Source: an optimization exercise on an open RTL-to-GDS flow (aim: small area and few clock cycles). Production flows keep margins and buffers that such runs may drop. At most, simulation tests tie the RTL to the original design; equivalence was not proved. No functional check of the RTL was part of run 1. Power figures rest on the tool's default switching activity, not on a simulated workload.

$ cat flow/flow/run.sh
#!/bin/bash
# Standard layout, with the smallest buffer on every input and output port.
export BUFFER_PORTS_ARGS="-buffer_cell sky130_fd_sc_hd__buf_1"
bash standard.sh > standard.log 2>&1
$ cat flow/config.mk
export PLATFORM = sky130hd
export DESIGN_NAME = axil_wr_split
export DESIGN_NICKNAME = axil_wr_split
export VERILOG_FILES = /design/flow/design.v
export SDC_FILE = /design/flow/constraint.sdc
export NUM_CORES = 4
export LEC_CHECK = 0
export CAP_MARGIN = 20
export CORE_MARGIN = 2
export CORE_UTILIZATION = 60
export CTS_BUF_LIST = sky130_fd_sc_hd__clkbuf_8
export PLACE_DENSITY = 0.75
export SLEW_MARGIN = 20
$ cat flow/design.v
package axil_split_pkg;
  localparam int ADDR_W = 32;
  localparam int DATA_W = 32;
  localparam int STRB_W = DATA_W / 8;
  localparam int RESP_W = 2;
  localparam logic [ADDR_W-1:0] SPLIT_BASE = 32'h0000_8000;
  localparam int ORD_DEPTH = 7;
endpackage
`timescale 1ns/1ps
import axil_split_pkg::*;
module axil_fifo #(
  parameter int DEPTH = ORD_DEPTH
) (
  input  logic aclk,
  input  logic aresetn,
  input  logic push,
  input  logic push_port,
  output logic full,
  input  logic w_adv,
  output logic w_avail,
  output logic w_port,
  input  logic pop,
  output logic head_port
);
  localparam int CW = $clog2(DEPTH + 1);
  logic [DEPTH-1:0] q;
  logic [CW-1:0]    n;
  logic [CW-1:0]    nw;
  assign full      = (n == CW'(DEPTH));
  assign w_avail   = (nw != '0);
  assign w_port    = q[nw - 1'b1];
  assign head_port = q[n - 1'b1];
  always_ff @(posedge aclk)
  begin
    if (!aresetn)
    begin
      n  <= '0;
      nw <= '0;
    end
    else
    begin
      if (push && !pop)
        n <= n + 1'b1;
      else if (pop && !push)
        n <= n - 1'b1;
      if (push && !w_adv)
        nw <= nw + 1'b1;
      else if (w_adv && !push)
        nw <= nw - 1'b1;
    end
  end
  always_ff @(posedge aclk)
  begin
    if (push)
      q <= {q[DEPTH-2:0], push_port};
  end
endmodule
`timescale 1ns/1ps
import axil_split_pkg::*;
module axil_s_wr_fifos (
  input  logic              aclk,
  input  logic              aresetn,
  input  logic              s_awvalid,
  output logic              s_awready,
  input  logic [ADDR_W-1:0] s_awaddr,
  input  logic              room,
  output logic              take,
  output logic              take_port,
  output logic              aw_v,
  output logic [1:0]        m_awvalid,
  input  logic [1:0]        m_awready,
  output logic [ADDR_W-1:0] m_awaddr
);
  logic aw_p;
  assign take_port = (s_awaddr >= SPLIT_BASE);
  assign s_awready = room && (!aw_v || m_awready[aw_p]);
  assign take      = s_awvalid && s_awready;
  assign m_awvalid = {aw_v && aw_p, aw_v && !aw_p};
  always_ff @(posedge aclk)
  begin
    if (!aresetn)
      aw_v <= 1'b0;
    else if (take)
      aw_v <= 1'b1;
    else if (m_awready[aw_p])
      aw_v <= 1'b0;
  end
  always_ff @(posedge aclk)
  begin
    if (take)
    begin
      aw_p     <= take_port;
      m_awaddr <= s_awaddr;
    end
  end
endmodule
`timescale 1ns/1ps
import axil_split_pkg::*;
module axil_m_wr_fifos (
  input  logic              aclk,
  input  logic              aresetn,
  input  logic              m_bvalid,
  output logic              m_bready,
  input  logic [RESP_W-1:0] m_bresp,
  input  logic              sel,
  input  logic              pop,
  output logic              b_valid,
  output logic [RESP_W-1:0] b_resp
);
  logic              rv;
  logic [RESP_W-1:0] rr;
  assign m_bready = !rv || (sel && pop);
  assign b_valid  = rv || m_bvalid;
  assign b_resp   = rv ? rr : m_bresp;
  always_ff @(posedge aclk)
  begin
    if (!aresetn)
      rv <= 1'b0;
    else if (m_bready)
      rv <= m_bvalid && !(sel && pop && !rv);
  end
  always_ff @(posedge aclk)
  begin
    if (m_bready)
      rr <= m_bresp;
  end
endmodule
`timescale 1ns/1ps
import axil_split_pkg::*;
module axil_wr_split (
  input  logic                            aclk,
  input  logic                            aresetn,
  input  logic                            s_awvalid,
  output logic                            s_awready,
  input  logic [axil_split_pkg::ADDR_W-1:0] s_awaddr,
  input  logic                            s_wvalid,
  output logic                            s_wready,
  input  logic [axil_split_pkg::DATA_W-1:0] s_wdata,
  input  logic [axil_split_pkg::STRB_W-1:0] s_wstrb,
  output logic                            s_bvalid,
  input  logic                            s_bready,
  output logic [axil_split_pkg::RESP_W-1:0] s_bresp,
  output logic                            m0_awvalid,
  input  logic                            m0_awready,
  output logic [axil_split_pkg::ADDR_W-1:0] m0_awaddr,
  output logic                            m0_wvalid,
  input  logic                            m0_wready,
  output logic [axil_split_pkg::DATA_W-1:0] m0_wdata,
  output logic [axil_split_pkg::STRB_W-1:0] m0_wstrb,
  input  logic                            m0_bvalid,
  output logic                            m0_bready,
  input  logic [axil_split_pkg::RESP_W-1:0] m0_bresp,
  output logic                            m1_awvalid,
  input  logic                            m1_awready,
  output logic [axil_split_pkg::ADDR_W-1:0] m1_awaddr,
  output logic                            m1_wvalid,
  input  logic                            m1_wready,
  output logic [axil_split_pkg::DATA_W-1:0] m1_wdata,
  output logic [axil_split_pkg::STRB_W-1:0] m1_wstrb,
  input  logic                            m1_bvalid,
  output logic                            m1_bready,
  input  logic [axil_split_pkg::RESP_W-1:0] m1_bresp
);
  logic              full;
  logic              take;
  logic              take_port;
  logic              w_avail;
  logic              aw_v;
  logic              w_ok;
  logic              w_sel;
  logic              w_port;
  logic              w_go;
  logic              head_port;
  logic              b_pop;
  logic [1:0]        m_awvalid;
  logic [ADDR_W-1:0] m_awaddr;
  logic [1:0]        b_valid;
  logic [1:0][RESP_W-1:0] b_resp;
  axil_s_wr_fifos u_aw (
    .aclk      (aclk),
    .aresetn   (aresetn),
    .s_awvalid (s_awvalid),
    .s_awready (s_awready),
    .s_awaddr  (s_awaddr),
    .room      (!full || b_pop),
    .take      (take),
    .take_port (take_port),
    .aw_v      (aw_v),
    .m_awvalid (m_awvalid),
    .m_awready ({m1_awready, m0_awready}),
    .m_awaddr  (m_awaddr)
  );
  assign {m1_awvalid, m0_awvalid} = m_awvalid;
  assign m0_awaddr = {{(ADDR_W-15){1'b0}}, m_awaddr[14:0]};
  assign m1_awaddr = m_awaddr;
  axil_fifo u_ord (
    .aclk      (aclk),
    .aresetn   (aresetn),
    .push      (take),
    .push_port (take_port),
    .full      (full),
    .w_adv     (w_go),
    .w_avail   (w_avail),
    .w_port    (w_port),
    .pop       (b_pop),
    .head_port (head_port)
  );
  assign w_ok      = w_avail;
  assign w_sel     = w_port;
  assign m0_wvalid = s_wvalid && w_ok && !w_sel;
  assign m1_wvalid = s_wvalid && w_ok && w_sel;
  assign m0_wdata  = s_wdata;
  assign m1_wdata  = s_wdata;
  assign m0_wstrb  = s_wstrb;
  assign m1_wstrb  = s_wstrb;
  assign s_wready  = w_ok && (w_sel ? m1_wready : m0_wready);
  assign w_go      = s_wvalid && s_wready;
  axil_m_wr_fifos u_b0 (
    .aclk     (aclk),
    .aresetn  (aresetn),
    .m_bvalid (m0_bvalid),
    .m_bready (m0_bready),
    .m_bresp  (m0_bresp),
    .sel      (!head_port),
    .pop      (b_pop),
    .b_valid  (b_valid[0]),
    .b_resp   (b_resp[0])
  );
  axil_m_wr_fifos u_b1 (
    .aclk     (aclk),
    .aresetn  (aresetn),
    .m_bvalid (m1_bvalid),
    .m_bready (m1_bready),
    .m_bresp  (m1_bresp),
    .sel      (head_port),
    .pop      (b_pop),
    .b_valid  (b_valid[1]),
    .b_resp   (b_resp[1])
  );
  assign s_bvalid = b_valid[head_port];
  assign s_bresp  = b_resp[head_port];
  assign b_pop    = s_bvalid && s_bready;
endmodule
$ cat flow/constraint.sdc
create_clock -name core_clock -period 5.0 [get_ports {aclk}]
set_input_delay 1.0000 -clock core_clock [delete_from_list [all_inputs] [get_ports {aclk}]]
set_output_delay 1.0000 -clock core_clock [all_outputs]
set_load 0.01 [all_outputs]
$ cat flow/standard.sh
#!/bin/bash
# synth_recipe.tcl (not shown) runs the flow's synth.tcl, then flattens the netlist and writes it again
# the make line also repeats each setting of config.mk as NAME=value (left out here)
make -C /OpenROAD-flow-scripts/flow DESIGN_CONFIG=/design/flow/config.mk WORK_HOME=/design/flow/orfs CLKGATE_MAP_FILE= SYNTH_SCRIPT=/design/flow/synth_recipe.tcl "${@:-finish}"
==> results.toml, run 1 <==
[status]
run_status = "finished clean"

[synthesis]
syn_inst = 255
ys_seq_area_share_pct = 49.14
ys_types = 39
syn_area_um2 = 2994
syn_avg_cell_area_um2 = 11.74
synthArstFlopShare_pct = 0
ys.warnings.count = 3
synthTopCellsByArea = "edfxtp_1 (43%), buf_4 (26%), dfxtp_1 (6.0%), mux2i_1 (4.3%), ha_1 (3.3%)"
synthFlopType = "edfxtp_1"
synth_common_cells = "buf_4 (104), edfxtp_1 (43), mux2i_1 (13)"
synth_top_area_share_pct = 43.13
synth_seq_cells = 52
synth-edff-count = 43
synth_top_cell_by_area = "edfxtp_1"
synth_most_common_cell = "buf_4"

[cts]
clk_latency_ps = 310
post_cts_buffers = 0
cts_max_level = 2
clock-sinks = 52
post_cts_resize_count = 0
cts_root_buf = "clkbuf_8"
cts_tree = "yes"
cts_hold_buffers = 0
cts_buffers = 5
clkTransAtPathRegs_ps = 100
cts_max_path_buffers = 2

[die]
design.core.area_um2 = 4755
rows = 25
die_h_um = 74.64
start_util_pct = 62.97
dieArea_um2 = 5571
fp.dieW_um = 74.64
io_pins = 230

[critical_path]
crit_path_max_fanout = 6
cp_data_arrival_time_ps = 2450
cpLargestDelayFamily = "compound AO/OA/AOI/OAI gates"
cp_slowest_cell = "dfxtp_1"
end_kind = "primary output"
worstPathRequired_ps = 4000
crit_type = "reg2out"
max_stage_delay_ps = 470
crit_chain = "inv_1 > ha_1 > mux4_2 > nand2b_4 > a211o_1 > a21oi_1 > buf_1"
cp-start-kind = "flop"
critPathBufInv = 2

[finish]
antenna_cells = 0
synthToLayoutAreaGrowth_pct = -5.265
layout.nets = 368
layout-drive-gt1-share_pct = 5.036

[grt]
use_met1_pct = 19.24
use_met3_pct = 5.087
grt_pass1_vias = 1520
antenna_found_initial = 0
grt_pass1_wl_um = 7169
grt.busiest_layer = "met2"
grt_use_met2_pct = 31.27
grtUsageTotal_pct = 17.41
grt_max_degree = 42
grt.overflow.total = 0

[power]
power.leakage_nw = 1.021
p_per_area_nw_per_um2 = 444.7
peakVddDrop_uv = 238.1

[timing]
fin_skew_ps = 11.86
rsz0062_at_grt = "no"
fin_setup_tns_ps = 0
fmax_ghz = 0.2902
finalCritPeriodShare_pct = 68.91
slew_violations = 0
whs_ps = 495.8
finalHoldViolations = 0
setup_ws_ps = 1554
setup_viol = 0
fin_crit_ps = 3446

[min_path]
hp-class = "reg2reg"

[route]
ant_nets = 0
routed_via_density = 4.788
wirelength_um = 4944
first_iter_violations = 57
firstDrtPassIters = 4
via_count = 1652
remaining_drc_errors = 0
post_drt_wl_per_cell_um = 14.33

[place]
place_congestion = 0.7708
pre_cts_ws_ps = 1719
place.detailed.hpwl_um = 3914
port-buffer-count = 104

[run]
drv_cap = 0
==> area by class of cell <==
type	instances	area (µm²)
well taps	67	83.83
flip-flops and latches	52	1471
clock buffers	5	68.82
multi-input cells	102	755.7
repair buffers	105	397.9
fillers	424	1918
inverters	11	41.29
clock inverters	3	17.52
==> cells by family (layout without fill, tap and decap cells) <==
logic type | count (synthesis) | count (layout) | synth area share, %
other cells | 1 | 17 | 0.1252
buf+inv | 117 | 124 | 28.00
flops | 52 | 52 | 49.14
xor+xnor | 6 | 6 | 2.006
fa+ha+maj | 8 | 8 | 3.343
mux | 16 | 16 | 6.226
simple gates | 35 | 35 | 6.603
compound gates | 20 | 20 | 4.556
==> worst register-to-register path: cells and delay by family, from the launching register on <==
kind            cells  cell delay [ps]
mux                 1              340
flops               1              470
simple gates        2              540
fa+ha+maj           2              750
buf+inv             2              520
compound gates      3              640
==> cell usage in the layout (no fill, tap or decap), types with 5 or more instances in the layout <==
master | Yosys | layout
and2_1 | 9 | 9
buf_1 | 0 | 104
clkbuf_8 | 0 | 5
conb_1 | 1 | 17
dfxtp_1 | 9 | 9
edfxtp_1 | 43 | 43
ha_1 | 8 | 8
inv_1 | 11 | 12
mux2i_1 | 13 | 13
nand2_1 | 5 | 5
nor2_1 | 8 | 8
==> per-layer routing <==
metal | vias to the layer above | wire length, µm
met4 | 0 | 131
met2 | 100 | 2679
met1 | 746 | 1745
met3 | 17 | 388
met5 | - | 0
li1 | 789 | -
==> flip-flops by register name (all words and copies together) (netlist names) <==
| signal | cells |
|---|---|
| u_b0.rr | 2 |
| u_aw.aw_v | 1 |
| u_ord.n | 3 |
| u_ord.q | 7 |
| u_ord.nw | 3 |
| u_aw.m_awaddr | 32 |
| u_b0.rv | 1 |
| u_b1.rr | 2 |
| u_b1.rv | 1 |
==> through the flow <==
step	total power [mW]	util (%)	std cells	cell area, µm²
final	1.261	59.66	345	2836
after global routing	1.351	59.66	345	2836
after CTS	1.272	59.66	345	2836
after detailed placement	1.040	57.84	337	2750
after global placement	1.032	57.84	337	2750
after floorplan	1.025	-	271	3054
==> where the power goes <==
part           switching [mW]  internal (mW)  total [mW]
Sequential             0.0453          0.526       0.571
Combinational           0.250          0.208       0.458
Clock                   0.134         0.0979       0.232
==> path summary, 6_finish.rpt <==
| check | end | cells past startpoint | slack (ps) | from |
|---|---|---|---|---|
| worst max-delay path | s_awready | 7 | 1550 | u_ord.n[0]$_SDFFE_PN0P_ |
| worst min-delay path | u_ord.q[6]$_DFFE_PP_ | 0 | 500 | u_ord.q[5]$_DFFE_PP_ |
| worst max register to register | u_ord.nw[2]$_SDFFE_PN0P_ | 10 | 1670 | u_ord.n[0]$_SDFFE_PN0P_ |
| worst min register to register | u_ord.q[6]$_DFFE_PP_ | 0 | 500 | u_ord.q[5]$_DFFE_PP_ |
==> run 2: changes to the inputs <==
--- a/flow/design.v
+++ b/flow/design.v
@@ -4,7 +4,7 @@
   localparam int STRB_W = DATA_W / 8;
   localparam int RESP_W = 2;
   localparam logic [ADDR_W-1:0] SPLIT_BASE = 32'h0000_8000;
-  localparam int ORD_DEPTH = 7;
+  localparam int ORD_DEPTH = 8;
 endpackage
 `timescale 1ns/1ps
 import axil_split_pkg::*;
==> run 2 against run 1 <==
- still clean on timing, DRC and antenna
- non-clock buffer count unchanged
- fmax decreased by 5.7%
- sequential share of layout area grew 0.35 points
- sequential cell count increased by 3
- cell count increased by 2.9%
- area after synthesis is 3.3% higher
==> results.toml, run 2 <==
[route]
ant_nets = 0
routed_via_density = 4.885
first_iter_violations = 82
met2WireLength_um = 3426
remaining_drc_errors = 0
wl_met3_um = 741
via_count = 1734
wl_met1_um = 2166
firstDrtPassIters = 4
top_layer = "met4"
wirelength_um = 6402
post_drt_wl_per_cell_um = 18.03

[die]
fp.dieW_um = 75.80
io_pins = 230
rows = 26
die_h_um = 75.80
start_util_pct = 61.34
dieArea_um2 = 5745
design.core.area_um2 = 5042

[grt]
grt_pass1_wl_um = 8625
grtUsageTotal_pct = 21.94
grt_pass1_vias = 1608
grt.overflow.total = 0
antenna_found_initial = 0
grt_max_degree = 37

[timing]
fmax_ghz = 0.2738
finalCritPeriodShare_pct = 73.05
finalHoldViolations = 0
fin_crit_ps = 3652
fin_setup_tns_ps = 0
setup_viol = 0
fin_skew_ps = 14.83
rsz0062_at_grt = "no"
slew_violations = 0

[critical_path]
worst-r2r-cell-count = 9
max_stage_delay_ps = 500
critPathBufInv = 2
crit_chain = "inv_1 > ha_1 > mux4_1 > mux2i_4 > mux2_4 > a21oi_1 > buf_1"
regToRegEndpoint = "u_ord.n[2]$_SDFFE_PN0P_"
cp_slowest_cell = "dfxtp_1"
crit_type = "reg2out"
worstPathRequired_ps = 4000
r2r_setup_slack_ps = 1710
end_kind = "primary output"
crit_path_max_fanout = 13
r2r-start = "u_ord.n[0]$_SDFFE_PN0P_"
cp-start-kind = "flop"
cp_data_arrival_time_ps = 2650
cpLargestDelayFamily = "multiplexers"

[synthesis]
synthTopCellsByArea = "edfxtp_1 (43%), buf_4 (25%), dfxtp_1 (7.1%), ha_1 (2.8%), mux2i_1 (2.3%)"
synth_top_area_share_pct = 42.72
synthFlopType = "edfxtp_1"
ys_seq_area_share_pct = 49.84
synth_top_cell_by_area = "edfxtp_1"
syn_avg_cell_area_um2 = 11.76
ys_types = 35
synthArstFlopShare_pct = 0
synth-edff-count = 44
synth_seq_cells = 55
synth_common_cells = "buf_4 (104), edfxtp_1 (44), a21oi_1 (12)"
ys.warnings.count = 3
syn_area_um2 = 3093
synth_most_common_cell = "buf_4"
syn_inst = 263

[finish]
largest-register = "u_aw.m_awaddr"
final_common_cell = "buf_1"
mostFrequentLayoutCells = "buf_1 (104), edfxtp_1 (44), conb_1 (17)"
nFillCells = 440
top_regs = "u_aw.m_awaddr x32, u_ord.q x8"
layout-drive-gt1-share_pct = 4.912
final_area_um2 = 2952
largest_reg_flops = 32
layout.nets = 374
synthToLayoutAreaGrowth_pct = -4.571
antenna_cells = 0

[cts]
post_cts_buffers = 0
cts_max_path_buffers = 2
cts_tree = "yes"
clk_latency_ps = 310
cts_max_level = 2
cts_buffers = 5
post_cts_resize_count = 0
cts_root_buf = "clkbuf_8"
cts_hold_buffers = 0
clkTransAtPathRegs_ps = 100
clock-sinks = 55

[place]
place_congestion = 0.7924
port-buffer-count = 104
place.detailed.hpwl_um = 5250
place_area_um2 = 2841

[run]
drv_cap = 0

[power]
peakVddDrop_uv = 274.3
power.leakage_nw = 1.004
p_per_area_nw_per_um2 = 426.8

[min_path]
hp-class = "reg2reg"
hp-start = "u_ord.q[2]$_DFFE_PP_"
min_to = "u_ord.q[3]$_DFFE_PP_"
min_path_cells = 0

[status]
run_status = "finished clean"
run 2: changes by cell type after synthesis, moves of 3 or more:
cell / delta
mux2i_1: -6
inv_1: -4
o21ai_0: +3
and2_1: -7
a21oi_1: +9
o21ai_1: -3
nor2_1: +3
run 2: layout make-up:
class	instances	area, µm²	area share, %
tap	70	87.58	2.967
inverter	8	30.03	1.017
clock buffer	5	68.82	2.331
clock inverter	3	41.29	1.399
timing repair buffer	105	397.9	13.48
sequential	55	1541	52.23
multi-input combinational	109	784.5	26.58
run 2: kinds of logic (layout without fill, tap and decap cells):
logic type | count (synthesis) | after routing | synth area share (%)
XOR/XNOR | 8 | 8 | 2.265
flip-flops | 55 | 55 | 49.84
AND/OR/NAND/NOR | 36 | 36 | 6.068
AO/OA/AOI/OAI | 28 | 28 | 5.137
other | 1 | 17 | 0.1212
multiplexers | 13 | 13 | 6.634
adder cells (fa/ha/maj) | 7 | 7 | 2.832
buffers and inverters | 115 | 121 | 27.10
run 2: how the worst max path moves through the flow:
stage	cells past startpoint	from	end
final	7	u_ord.n[0]$_SDFFE_PN0P_	s_awready
after global routing	7	u_ord.n[0]$_SDFFE_PN0P_	s_awready
after floorplan	10	u_ord.n[0]$_SDFFE_PN0P_	u_ord.nw[2]$_SDFFE_PN0P_
after global placement	7	u_ord.n[0]$_SDFFE_PN0P_	s_awready
after CTS	7	u_ord.n[0]$_SDFFE_PN0P_	s_awready
after detailed placement	7	u_ord.n[0]$_SDFFE_PN0P_	s_awready
run 2: where the power goes:
| group | internal [mW] | switching, mW |
|---|---|---|
| Combinational | 0.151 | 0.203 |
| Clock | 0.148 | 0.143 |
| Sequential | 0.565 | 0.0510 |
| Total | 0.863 | 0.396 |
run 2: metal layers:
| layer | vias to the layer above | GRT usage (%) |
|---|---|---|
| met5 | - | 0 |
| met4 | 0 | 6.043 |
| met3 | 6 | 10.58 |
| met2 | 103 | 38.41 |
| met1 | 799 | 23.59 |
| li1 | 826 | - |
run 2: stage by stage:
stage	util (%)	hold slack, ps	cells	setup slack, ps	power (mW)
6_report	58.54	468.3	355	1348	1.260
5_1_grt	58.54	502.1	355	1197	1.341
4_1_cts	58.54	475.1	355	1323	1.270
3_5_place_dp	56.35	453.5	347	1665	0.9802
3_3_place_gp	56.35	467.5	347	1782	0.9670
2_1_floorplan	-	435.5	279	121.2	0.9683
run 2: worst register-to-register path, stage by stage, from the launching register on:
cell and delay (ps):
dfxtp_1 500, inv_1 120, ha_1 350, mux4_1 340, mux2i_4 370, mux2_4 380
a21oi_4 280, ha_1 370, or3_1 390, a21oi_1 130
Testbench counts of run 2, summed over its fixed seeds: cycles 9,304.

-- separate check: timing with driven ports --
How much do the figures lean on ideal ports? The routed layouts below were timed once more, with nothing changed but the port constraints. Step 1, drivers: a clkbuf_16 drives aclk and a buf_2 each remaining input, both assumed. Step 2, shift: input delay + t, output delay - t, t = (earliest + latest rising clock arrival at the registers) / 2. This alone moves slack from input paths to output paths. a / b / c = no drivers / after step 1 / after step 2; a / b = the first two.
run	t (ns)	setup WS [ns]	worst hold slack (ns)	worst setup path at the end
run 1	0.328	1.554 / 1.527 / 1.667	0.496 / 0.496 / 0.496	register to register
run 2	0.329	1.348 / 1.320 / 1.648	0.468 / 0.468 / 0.468	register to output
After both steps every run listed still meets setup and hold.
